Background: an optimization exercise with open tools, aiming at small area, a short achievable clock period and few clock cycles per item. Do not read the settings as production practice. At most, simulation tests tie the RTL to the original design; equivalence was not proved. Function not checked in runs 2 and 3: the RTL went through the layout flow alone.

## flow/design.v (module list and top-level ports; edited modules follow where they fit)
// module pow_stream: 2674 lines
module pow_stream #(
  parameter int DATA_W = 32,
  parameter int EXP_W  = 3,
  parameter int ID_W   = 1
) (
  input  logic              clk,
  input  logic              aresetn,
  input  logic              s_tvalid,
  output logic              s_tready,
  input  logic [DATA_W-1:0] s_tdata,
  input  logic [EXP_W-1:0]  s_texp,
  input  logic [ID_W-1:0]   s_tid,
  input  logic              s_tlast,
  output logic              m_tvalid,
  input  logic              m_tready,
  output logic [DATA_W-1:0] m_tdata,
  output logic [ID_W-1:0]   m_tid,
  output logic              m_tlast,
  output logic              m_tovf
);
  // ...
==> flow/run.sh <==
#!/bin/bash
# synth_recipe.tcl (not shown) runs the flow's synth.tcl, then flattens the netlist and writes it again
# the make line also repeats each setting of config.mk as NAME=value (left out here)
make -C /OpenROAD-flow-scripts/flow DESIGN_CONFIG=/design/flow/config.mk WORK_HOME=/design/flow/orfs CLKGATE_MAP_FILE= SYNTH_SCRIPT=/design/flow/synth_recipe.tcl finish
==> flow/config.mk <==
export PLATFORM = sky130hd
export DESIGN_NAME = pow_stream
export DESIGN_NICKNAME = pow_stream
export VERILOG_FILES = /design/flow/design.v
export SDC_FILE = /design/flow/constraint.sdc
export NUM_CORES = 4
export LEC_CHECK = 0
export CAP_MARGIN = 20
export CORE_MARGIN = 2
export CORE_UTILIZATION = 55
export SETUP_SLACK_MARGIN = 4.5
export SLEW_MARGIN = 20
export TNS_END_PERCENT = 0
==> flow/constraint.sdc <==
create_clock -name core_clock -period 7.6 [get_ports {clk}]
set_input_delay 1.5200 -clock core_clock [delete_from_list [all_inputs] [get_ports {clk}]]
set_output_delay 1.5200 -clock core_clock [all_outputs]
set_load 0.01 [all_outputs]
==> summary.md, run 1 <==
| Metric | Value |
|---|---|
| Antenna violations before repair | `1` |
| Leading cell kind | `multi-input combinational cells` |
| Highest metal used | `met5` |
| Most frequent CP cell | `fa_1` |
| Max Slew Vio Count | `0` |
| Slew HR | `0.2174` |
| Critical path buffer and inverter count | `4` |
| Multi-input gate area | `16170 µm²` |
| Met2 Use GR | `0.6041` |
| Post-Place Worst Slack | `2.667 ns` |
| H-tree depth | `2` |
| Worst Tran Pin Value | `1.170 ns` |
| Critical Path Start | `a_enc[20]` |
| Crit path cell chain | `buf_4 > clkbuf_16 > buf_4 > mux2_2 > a211oi_1 > fa_1 > fa_1 > fa_1 > inv_1 > fa_1 > fa_1` |
| WL met3 | `8240 µm` |
| Clk tree area frac | `0.04181` |
| Finished Layout Cells | `3029` |
| Dpl hpwl | `53420 µm` |
| Hold_buf cts | `0` |
| Syn_area_per_cell | `10.15 µm²` |
| Inverters | `118` |
| Clock buffers | `45` |
| Worst hold path class | `reg2reg` |
| Adder-Cell Fraction of Synth Area | `0.1983` |
| Reg area | `7332 µm²` |
| Largest net degree at the start of global routing | `68` |
| CTS tree | `built` |
| Fill cell count | `3400` |
| Status | `no timing/DRC/antenna violations` |
Testbench counts, summed over its fixed seeds: cycles 18,241, items 8,000.
==> run 2: changes to the inputs <==
--- a/flow/design.v
+++ b/flow/design.v
@@ -49,21 +49,21 @@
   logic [DATA_W-1:0] c_s0, c_s1;  
   logic [1:0]        c_t;         
   logic [DATA_W-1:0] c_x;
   logic [1:0]        c_ops;
   logic [2:0]        c_sel;
   logic [1:0]        c_tk;
   logic [ID_W-1:0]   c_id;
   logic              c_last;
-  logic              h_v;
-  logic [DATA_W-1:0] h_data;
-  logic [1:0]        h_tk;
-  logic [ID_W-1:0]   h_id;
-  logic              h_last;
+  logic              h_v    [2];
+  logic [DATA_W-1:0] h_data [2];
+  logic [1:0]        h_tk   [2];
+  logic [ID_W-1:0]   h_id   [2];
+  logic              h_last [2];
   logic              o_v;
   logic [DATA_W-1:0] o_data;
   logic [ID_W-1:0]   o_id;
   logic              o_last;
   logic [1:0]        t_in, t_out;
   logic [ND-1:0]     mm_op, mm_on, mm_tp, mm_tn;
   logic [DATA_W-1:0] mm_a, mm_r0, mm_r1, mm_s0, mm_s1, mm_y;
   logic [1:0]        mm_t, mm_st;   
@@ -2558,63 +2558,70 @@
   assign mm_n1239 = mm_n1048 ^ mm_n1200;
   assign mm_n1240 = mm_n1049 ^ mm_n1202;
   assign mm_n1241 = mm_n1050 ^ mm_n1204;
   assign mm_n1242 = mm_n1051 ^ mm_n1206;
   assign mm_n1243 = mm_n1052 ^ mm_n1208;
   assign mm_n1244 = mm_n1053 ^ mm_n1210;
   assign mm_n1245 = mm_n1244 ^ (^mm_st);
   assign mm_y = {mm_n1245, mm_n1243, mm_n1242, mm_n1241, mm_n1240, mm_n1239, mm_n1238, mm_n1237, mm_n1236, mm_n1235, mm_n1234, mm_n1233, mm_n1232, mm_n1231, mm_n1230, mm_n1229, mm_n1228, mm_n1227, mm_n1226, mm_n1225, mm_n1224, mm_n1223, mm_n1222, mm_n1221, mm_n1220, mm_n1219, mm_n1218, mm_n1217, mm_n1216, mm_n1215, mm_n1214, mm_n1022};
-  logic              w_o_free, w_fin, w_c_to_o, w_h_to_o, w_c_to_h, w_c_nop, w_take;
+  logic              w_o_free, w_fin, w_c_to_o, w_c_to_h, w_c_nop, w_take;
+  logic [1:0]        w_h_to_o, w_c_to_hi;
   logic [DATA_W-1:0] w_prod;
   logic [1:0]        w_ops;
   logic [2:0]        w_sel;
   assign mm_op  = a_enc[ND-1:0];
   assign mm_on  = a_enc[2*ND-1:ND];
   assign mm_tp  = a_enc[3*ND-1:2*ND];
   assign mm_tn  = a_enc[4*ND-1:3*ND];
   assign mm_a   = a_mc;
   assign mm_s0  = c_s0;
   assign mm_s1  = c_s1;
   assign mm_st  = c_t;
   assign w_prod = mm_y;
   assign w_o_free = ~o_v | m_tready;
   assign w_fin    = c_v & (c_ops == 2'd0);
-  assign w_h_to_o = h_v & (h_tk == t_out) & w_o_free;
+  assign w_h_to_o[0] = h_v[0] & (h_tk[0] == t_out) & w_o_free;
+  assign w_h_to_o[1] = h_v[1] & (h_tk[1] == t_out) & w_o_free;
   assign w_c_to_o = w_fin & (c_tk == t_out) & w_o_free;
-  assign w_c_to_h = w_fin & ~w_c_to_o & ~h_v;
+  assign w_c_to_h = w_fin & ~w_c_to_o & ~(h_v[0] & h_v[1]);
+  assign w_c_to_hi[0] = w_c_to_h & ~h_v[0];
+  assign w_c_to_hi[1] = w_c_to_h & h_v[0];
   assign w_c_nop  = w_fin & ~w_c_to_o & ~w_c_to_h;
-  assign s_tready = aresetn & (~c_v | (w_fin & (~h_v | w_c_to_o)));
+  assign s_tready = aresetn & (~c_v | (w_fin & (~(h_v[0] & h_v[1]) | w_c_to_o)));
   assign w_take   = s_tvalid & s_tready;
   always_comb begin
     case (s_texp)
       3'd3:    begin w_ops = 2'd1; w_sel = 3'b001; end
       3'd4:    begin w_ops = 2'd1; w_sel = 3'b000; end
       3'd5:    begin w_ops = 2'd2; w_sel = 3'b010; end
       3'd6:    begin w_ops = 2'd2; w_sel = 3'b001; end
       3'd7:    begin w_ops = 2'd3; w_sel = 3'b101; end
       default: begin w_ops = 2'd0; w_sel = 3'b000; end
     endcase
   end
   always_ff @(posedge clk or negedge aresetn) begin
     if (!aresetn) begin
       a_v   <= 1'b0;
       c_v   <= 1'b0;
-      h_v   <= 1'b0;
+      h_v[0] <= 1'b0;
+      h_v[1] <= 1'b0;
       o_v   <= 1'b0;
       t_in  <= 2'd0;
       t_out <= 2'd0;
     end else begin
       c_v   <= a_v;
       a_v   <= (c_v & ~w_fin) | w_c_nop | w_take;
       if (w_take) t_in <= t_in + 2'd1;
-      if (w_c_to_o || w_h_to_o) t_out <= t_out + 2'd1;
-      if (w_c_to_h)      h_v <= 1'b1;
-      else if (w_h_to_o) h_v <= 1'b0;
-      if (w_c_to_o || w_h_to_o) o_v <= 1'b1;
+      if (w_c_to_o || (|w_h_to_o)) t_out <= t_out + 2'd1;
+      for (int i = 0; i < 2; i++) begin
+        if (w_c_to_hi[i])     h_v[i] <= 1'b1;
+        else if (w_h_to_o[i]) h_v[i] <= 1'b0;
+      end
+      if (w_c_to_o || (|w_h_to_o)) o_v <= 1'b1;
       else if (m_tready)        o_v <= 1'b0;
     end
   end
   always_ff @(posedge clk) begin
     c_s0   <= mm_r0;
     c_s1   <= mm_r1;
     c_t    <= mm_t;
     c_x    <= a_x;
@@ -2645,26 +2652,32 @@
       a_id   <= s_tid;
       a_last <= s_tlast;
     end else begin
       a_x    <= c_x;
       a_tk   <= c_tk;
       a_id   <= c_id;
       a_last <= c_last;
     end
-    if (w_c_to_h) begin
-      h_data <= w_prod;
-      h_tk   <= c_tk;
-      h_id   <= c_id;
-      h_last <= c_last;
+    for (int i = 0; i < 2; i++) begin
+      if (w_c_to_hi[i]) begin
+        h_data[i] <= w_prod;
+        h_tk[i]   <= c_tk;
+        h_id[i]   <= c_id;
+        h_last[i] <= c_last;
+      end
     end
-    if (w_h_to_o) begin
-      o_data <= h_data;
-      o_id   <= h_id;
-      o_last <= h_last;
+    if (w_h_to_o[0]) begin
+      o_data <= h_data[0];
+      o_id   <= h_id[0];
+      o_last <= h_last[0];
+    end else if (w_h_to_o[1]) begin
+      o_data <= h_data[1];
+      o_id   <= h_id[1];
+      o_last <= h_last[1];
     end else if (w_c_to_o) begin
       o_data <= w_prod;
       o_id   <= c_id;
       o_last <= c_last;
     end
   end
   assign m_tvalid = o_v;
   assign m_tdata  = o_data;
==> flow/config.mk (replaced) <==
export PLATFORM = sky130hd
export DESIGN_NAME = pow_stream
export DESIGN_NICKNAME = pow_stream
export VERILOG_FILES = /design/flow/design.v
export SDC_FILE = /design/flow/constraint.sdc
export NUM_CORES = 4
export LEC_CHECK = 0
export CAP_MARGIN = 20
export CORE_MARGIN = 2
export CORE_UTILIZATION = 40
export SETUP_SLACK_MARGIN = 4.0
export SLEW_MARGIN = 20
export TNS_END_PERCENT = 0
==> run 2 against run 1 <==
- via count increased by 6.0%
- maximum frequency increased by 0.95%
- area after synthesis increased by 6.7%
- largest cell class unchanged
- clock-buffer cell count increased by 7
- global-route usage decreased by 12 points
- still clean on timing, DRC and antenna
- register-to-register slack improved by 0.04 ns
- routed wire length increased by 5.0%
==> summary.md, run 2 <==
| Metric | Value |
|---|---|
| Status | `no timing/DRC/antenna violations (unchanged)` |
| Io pins | `78 (unchanged)` |
| Synth Flop Type | `dfxtp_1 (unchanged)` |
| DR vias | `20.87k (was 19.69k)` |
| Synth top area share | `0.1902 (was 0.2029)` |
| Core ar. | `63200 µm² (was 43080 µm²)` |
| Mean routed wirelength per cell | `26.50 µm (was 28.61 µm)` |
| Syn_area_per_cell | `10.22 µm² (was 10.15 µm²)` |
| DR iter-0 viols | `2093 (was 2172)` |
| Top Usage Layer GRT | `met2 (unchanged)` |
| H-tree depth | `2 (unchanged)` |
| Met3 Track Usage GR | `0.05181 (was 0.08266)` |
| CTS tree | `built (unchanged)` |
| First drt pass iteration count | `5 (unchanged)` |
| Mapped Area | `25580 µm² (was 23970 µm²)` |
| First-pass GRT wire length | `135200 µm (was 127500 µm)` |
| Rows | `92 (was 76)` |
| Post-Place Worst Slack | `2.146 ns (was 2.667 ns)` |
| Critical path peak fanout | `19 (was 6)` |
| CTS Buf Count | `39 (was 38)` |
| Reg clk slew, reported paths | `0.06 ns (about the same)` |
| DRC | `0 (unchanged)` |
| Most frequent cell after synthesis | `mux2_2 (unchanged)` |
| Critical path type | `reg2reg (unchanged)` |
| Die area | `65980 µm² (was 45270 µm²)` |
| Worst Tran Pin Value | `1.207 ns (was 1.170 ns)` |
| GRT Residual Overflow | `0 (unchanged)` |
| Crit path arrival time | `4.48 ns (was 4.54 ns)` |
| Crit. End Element | `flop (unchanged)` |
| Max Buffers Root-to-Sink | `3 (unchanged)` |
| Post-synth top area cell | `dfxtp_1 (unchanged)` |
| Vias in the first global route | `21.52k (was 20.12k)` |
| Most frequent cells in the layout | `mux2_2, nor2b_1, dfxtp_1 (unchanged)` |
| Global Route met1 Usage | `0.3451 (was 0.4915)` |
| Fin Setup TNS | `0 ns (unchanged)` |
| Seq/Total Area, Yosys | `0.3234 (was 0.2990)` |
| Starting density of the core | `0.4047 (was 0.5565)` |
| Startpoint type of the worst setup path | `flop (unchanged)` |
| Gr usage total | `0.2696 (was 0.3868)` |
| Worst skew pair latency | `0.56 ns (was 0.58 ns)` |
| Tcrit/Tclk final | `0.5317 (was 0.5367)` |
| Slew HR | `0.1924 (was 0.2174)` |
| Post-synth cell types | `74 (was 72)` |
| Most common cell after layout, fill and taps aside | `mux2_2 (unchanged)` |
| Required @ worst endpoint | `8.04 ns (was 8.06 ns)` |
| Synth top area cells | `dfxtp_1, fa_1, edfxtp_1 (was dfxtp_1, fa_1, mux2_2)` |
| Final setup viols | `0 (unchanged)` |
| Routed Antenna Nets | `0 (unchanged)` |
| Via density | `6.080 (was 6.500)` |
| Top cells by count, synth | `mux2_2, a211oi_1, nor2b_1, dfxtp_1, clkbuf_1 (was mux2_2, a211oi_1, dfxtp_1, nor2b_1, fa_1)` |
| Minimum clock period | `4.041 ns (was 4.079 ns)` |
| #FFs+latches synth | `358 (was 321)` |
| Area grow syn2layout | `21.08% (was 19.23%)` |
| Cell count after synthesis | `2502 (was 2361)` |
| Worst hold margin | `0.3185 ns (was 0.3062 ns)` |
| Die H | `256.9 µm (was 212.8 µm)` |
| Max Slew Vio Count | `0 (unchanged)` |
| Fin worst setup slack | `3.559 ns (was 3.521 ns)` |
| IO buf count | `76 (unchanged)` |
| Largest net degree at the start of global routing | `69 (was 68)` |
| Max Cap Violations | `0 (unchanged)` |
| Clk_skew | `0.02558 ns (was 0.03674 ns)` |
| Antenna violations before repair | `2 (was 1)` |
| Die W | `256.9 µm (was 212.8 µm)` |
| Unrepaired setup endpoints after global routing | `true (unchanged)` |
| Final Hold Fails | `0 (unchanged)` |
| Hold_buf cts | `0 (unchanged)` |
| Layout cells sized above 1 | `0.2818 (was 0.2792)` |
| Worst hold path class | `reg2reg (unchanged)` |
| Fin nets | `2858 (was 2715)` |
| Met2 Use GR | `0.4345 (was 0.6041)` |
| Fmax | `247.5 MHz (was 245.1 MHz)` |
| Dpl hpwl | `57310 µm (was 53420 µm)` |
| ANT cells | `0 (was 1)` |
| CTS root buf | `clkbuf_16 (unchanged)` |
| Biggest registers after layout | `a_enc: 64 flops, h_data: 64 flops` |
| RD Place Congestion | `0.9078 (was 0.8974)` |
| Clock net sink count | `358 (was 321)` |
| Ys Warns | `6 (was 1)` |
| Drt total wl | `90990 µm (was 86650 µm)` |
| Post-synth EDFFs | `106 (was 70)` |
| Async SR Flop Fraction | `0.02514 (was 0.02492)` |
[run 2: layout make-up]
type	instances	area, µm²
clock buffer	52	1107
clock inverter	19	219.0
tap	846	1059
timing repair buffer	243	2801
inverter	122	457.9
sequential	358	8474
multi-input combinational	1793	16850
fill	5657	32220
[run 2: through the flow]
step	cells	utilization	area [µm²]
3_5_place_dp	3259	0.4286	27090
5_1_grt	3433	0.4901	30970
6_report	3433	0.4901	30970
3_3_place_gp	3258	0.4283	27070
4_1_cts	3405	0.4779	30200
2_1_floorplan	2503	-	25740
[run 2: timing repair]
item,in CTS,in global routing
endpoints found under the hold margin,0,0
gates cloned,11,4
gates resized for setup,268,108
pin swaps,44,48
setup buffers,64,24
setup endpoints to repair,156,123
[run 2: kinds of logic (layout without fill, tap and decap cells)]
group	after synthesis	after routing	synth area share
XOR/XNOR	87	87	0.03092
other	1	2	0.0001466
buffers and inverters	352	436	0.05185
multiplexers	328	328	0.1408
AO/OA/AOI/OAI	519	519	0.1459
flip-flops	358	358	0.3234
AND/OR/NAND/NOR	597	597	0.1211
adder cells (fa/ha/maj)	260	260	0.1859
[run 2: final timing paths]
kind | startpoint | to | slack, ns | cells past startpoint
min in group asynchronous | aresetn | a_v | 1.03 | 1
worst max-delay path | a_mc[7] | c_s1[22] | 3.56 | 10
worst max register to register | a_mc[7] | c_s1[22] | 3.56 | 10
max in group asynchronous | aresetn | h_v[1] | 6.23 | 1
worst min register to register | a_tk[1] | c_tk[1] | 0.32 | 0
worst min-delay path | a_tk[1] | c_tk[1] | 0.32 | 0
[run 2: layer usage]
layer	up-vias	part of all wire
li1	8924	-
met1	10500	0.40
met2	1124	0.46
met3	325	0.087
met4	0	0.055
met5	-	0
[run 2: worst max-delay path, cell delays in order, from the launching register on]
cell	delay, ns
dfxtp_4	0.49
buf_4	0.33
mux2_2	0.38
a211oi_1	0.30
fa_1	0.27
fa_1	0.44
fa_1	0.40
fa_1	0.41
fa_1	0.56
inv_1	0.06
ha_1	0.27
==> run 3: changes to the inputs <==
--- a/flow/config.mk
+++ b/flow/config.mk
@@ -10,3 +10,3 @@
 export CORE_UTILIZATION = 40
-export SETUP_SLACK_MARGIN = 4.0
+export SETUP_SLACK_MARGIN = 3.5
 export SLEW_MARGIN = 20
==> run 3 against run 2 <==
- hold slack got worse by 0.00077 ns
- setup slack got worse by 0.079 ns
- utilization is 0.63 points lower
- area after synthesis unchanged
- global-route usage shrank 0.95 points
- critical path depth increased by 1
- design area is 1.3% lower
- maximum frequency is 1.9% lower
- via count decreased by 1.3%
- critical endpoint is now c_s1[30]
- largest cell class unchanged
- highest routed layer is now met5
==> summary.md, run 3 <==
| Metric | Value |
|---|---|
| Fin worst setup slack | `3.481 ns (was 3.559 ns)` |
| Clock net sink count | `358 (unchanged)` |
| Die H | `256.9 µm (unchanged)` |
| CP max stage delay | `0.54 ns (was 0.56 ns)` |
| Max Cap Violations | `0 (unchanged)` |
| Post-Place Worst Slack | `2.202 ns (was 2.146 ns)` |
| Critical path buffer and inverter count | `2 (unchanged)` |
| Post-synth top area cell | `dfxtp_1 (unchanged)` |
| Max Slew Vio Count | `0 (unchanged)` |
| Post-synth EDFFs | `106 (unchanged)` |
| Tcrit/Tclk final | `0.5420 (was 0.5317)` |
| Async SR Flop Fraction | `0.02514 (unchanged)` |
| DR iter-0 viols | `1939 (was 2093)` |
| Reg clk slew, reported paths | `0.07 ns (was 0.06 ns)` |
| IO buf count | `76 (unchanged)` |
| Dpl hpwl | `56730 µm (was 57310 µm)` |
| Rows | `92 (unchanged)` |
| DR vias | `20.61k (was 20.87k)` |
| GRT Residual Overflow | `0 (unchanged)` |
| Layout cells sized above 1 | `0.2578 (was 0.2818)` |
| Synth Flop Type | `dfxtp_1 (unchanged)` |
| Worst skew pair latency | `0.57 ns (was 0.56 ns)` |
| Status | `no timing/DRC/antenna violations (unchanged)` |
| Io pins | `78 (unchanged)` |
| Crit path max-delay family | `adder cells (unchanged)` |
| Biggest registers after layout | `a_enc: 64 flops, h_data: 64 flops (unchanged)` |
| Via density | `6.007 (was 6.080)` |
| Post-synth cell types | `74 (unchanged)` |
| Seq/Total Area, Yosys | `0.3234 (unchanged)` |
| Die area | `65980 µm² (unchanged)` |
| Gr usage total | `0.2601 (was 0.2696)` |
| First-pass GRT wire length | `130500 µm (was 135200 µm)` |
| Final Hold Fails | `0 (unchanged)` |
| Mapped Area | `25580 µm² (unchanged)` |
| Vias in the first global route | `20.65k (was 21.52k)` |
| Crit path arrival time | `4.55 ns (was 4.48 ns)` |
| Fin nets | `2855 (was 2858)` |
| Die W | `256.9 µm (unchanged)` |
| Slowest-stage cell, CP | `fa_1 (unchanged)` |
| Ys Warns | `6 (unchanged)` |
| Final setup viols | `0 (unchanged)` |
| Startpoint type of the worst setup path | `flop (unchanged)` |
| Max Buffers Root-to-Sink | `3 (unchanged)` |
| Fin Setup TNS | `0 ns (unchanged)` |
| Synth top area cells | `dfxtp_1, fa_1, edfxtp_1 (unchanged)` |
| Largest net degree at the start of global routing | `70 (was 69)` |
| Fin util | `0.4838 (was 0.4901)` |
| Antenna violations before repair | `4 (was 2)` |
| Core ar. | `63200 µm² (unchanged)` |
| Most common cell after layout, fill and taps aside | `mux2_2 (unchanged)` |
| Critical path peak fanout | `25 (was 19)` |
| Fill cell count | `5587 (was 5657)` |
| Clk_skew | `0.02966 ns (was 0.02558 ns)` |
| CTS root buf | `clkbuf_16 (unchanged)` |
| RD Place Congestion | `0.8835 (was 0.9078)` |
| Cell count after synthesis | `2502 (unchanged)` |
| CTS tree | `built (unchanged)` |
| #FFs+latches synth | `358 (unchanged)` |
| Most frequent cell after synthesis | `mux2_2 (unchanged)` |
| Required @ worst endpoint | `8.04 ns (about the same)` |
| Fmax | `242.8 MHz (was 247.5 MHz)` |
| Most frequent cells in the layout | `mux2_2, nor2b_1, a211oi_1 (was mux2_2, nor2b_1, dfxtp_1)` |
| Hold_buf cts | `0 (unchanged)` |
| Crit. End Element | `flop (unchanged)` |
| Slew HR | `0.2226 (was 0.1924)` |
| DRC | `0 (unchanged)` |
| CTS Buf Count | `38 (was 39)` |
| Routed Antenna Nets | `0 (unchanged)` |
| Starting density of the core | `0.4047 (unchanged)` |
| H-tree depth | `2 (unchanged)` |
| First drt pass iteration count | `5 (unchanged)` |
| Worst Tran Pin Value | `1.162 ns (was 1.207 ns)` |
| Most frequent CP cell | `fa_1 (unchanged)` |
| Syn_area_per_cell | `10.22 µm² (unchanged)` |
| Worst hold path class | `reg2reg (unchanged)` |
| Synth top area share | `0.1902 (unchanged)` |
| Top cells by count, synth | `mux2_2, a211oi_1, nor2b_1, dfxtp_1, clkbuf_1 (unchanged)` |
| Unrepaired setup endpoints after global routing | `true (unchanged)` |
| Minimum clock period | `4.119 ns (was 4.041 ns)` |
| Mean routed wirelength per cell | `26.08 µm (was 26.50 µm)` |
| Drt total wl | `89490 µm (was 90990 µm)` |
| Critical path type | `reg2reg (unchanged)` |
| Area grow syn2layout | `19.53% (was 21.08%)` |
| Worst hold margin | `0.3178 ns (was 0.3185 ns)` |
| Crit path cell chain | `buf_12 > mux2_2 > a211oi_4 > fa_2 > fa_2 > fa_1 > fa_2 > fa_1 > fa_1 > inv_1 > fa_1 (was buf_4 > mux2_2 > a211oi_1 > fa_1 > fa_1 > fa_1 > fa_1 > fa_1 > inv_1 > ha_1)` |
==> run 3: cell count changes in the layout (fill, tap and decap cells not counted), moves of 8 or more <==
cell,change
a211oi_1,+37
dfxtp_4,-10
fa_2,-15
buf_4,+8
fa_1,+15
a211oi_2,-31
==> run 3: final timing paths <==
path,start,cells past startpoint,slack (ns),to
min in group asynchronous,aresetn,1,1.00,t_in[1]
min,a_x[8],0,0.32,c_x[8]
min reg2reg,a_x[8],0,0.32,c_x[8]
max reg2reg,a_enc[20],11,3.48,c_s1[30]
max in group asynchronous,aresetn,1,6.27,h_v[0]
max,a_enc[20],11,3.48,c_s1[30]
==> run 3: worst register-to-register path: cells and delay by family, from the launching register on <==
family / cells / cell delay [ns]
compound gates: 1 / 0.05
buf+inv: 2 / 0.27
mux: 1 / 0.27
fa+ha+maj: 7 / 3.05
flops: 1 / 0.37
==> run 3: metrics by stage <==
stage / area (µm²) / instances
global placement: 27050 / 3259
detailed placement: 27050 / 3259
CTS: 29330 / 3370
global route: 30570 / 3431
finish: 30570 / 3431
floorplan: 25590 / 2503
==> run 3: cell type report <==
class / count / area [µm²] / area share
Timing Repair Buffer: 241 / 2623 / 0.08578
Tap cell: 846 / 1059 / 0.03462
Clock buffer: 44 / 1013 / 0.03315
Sequential cell: 358 / 8444 / 0.2762
Clock inverter: 25 / 419.2 / 0.01371
Antenna cell: 2 / 5.005 / 0.0001637
Inverter: 122 / 457.9 / 0.01498
Multi-Input combinational cell: 1793 / 16550 / 0.5414
==> run 3: logic make-up after synthesis <==
logic type / Yosys count / synth area share
AND/OR/NAND/NOR: 597 / 0.1211
AO/OA/AOI/OAI: 519 / 0.1459
flip-flops: 358 / 0.3234
buffers and inverters: 352 / 0.05185
multiplexers: 328 / 0.1408
adder cells (fa/ha/maj): 260 / 0.1859
XOR/XNOR: 87 / 0.03092
other: 1 / 0.0001466
==> run 3: layer usage <==
layer  track usage  routed length [µm]
met5             0                  72
met4        0.1127                4085
met3       0.05812                8076
met2        0.4143               40890
met1        0.3398               36370
==> run 3: timing repair <==
item,in CTS,in global routing
cloned,4,9
resized for setup,146,157
setup buffers,38,50
pin swaps,5,27
endpoints found under the setup margin,45,50

static timing again, ports no longer ideal:
In the flow no input, the clock included, has a driving cell. The finished layouts below were timed again as built, in two steps. Step 1 sets driving cells, clkbuf_16 on the clock port and buf_2 on the other inputs (assumed; they add their load-dependent delay and slew). Step 2 adds t to the input delays and takes it off the output delays; t is the mean of the earliest and latest rising clock arrival at the registers after step 1. Input paths then give back, and output paths get back, about the clock's delay inside the block. Slacks: no drivers / after step 1 / after step 2; pairs: no drivers / after step 1.
run | t (ns) | setup WS [ns] | pins driven straight from the clock port
run 1 | 0.625 | 3.521 / 3.521 / 3.167 | 1
run 2 | 0.604 | 3.559 / 3.559 / 3.304 | 1
run 3 | 0.619 | 3.481 / 3.481 / 2.932 | 1
After both steps setup and hold are still met in every run listed. For run 3, which loses most, drivers alone change the setup slack by 0.000 ns; drivers and shift together by -0.549 ns.
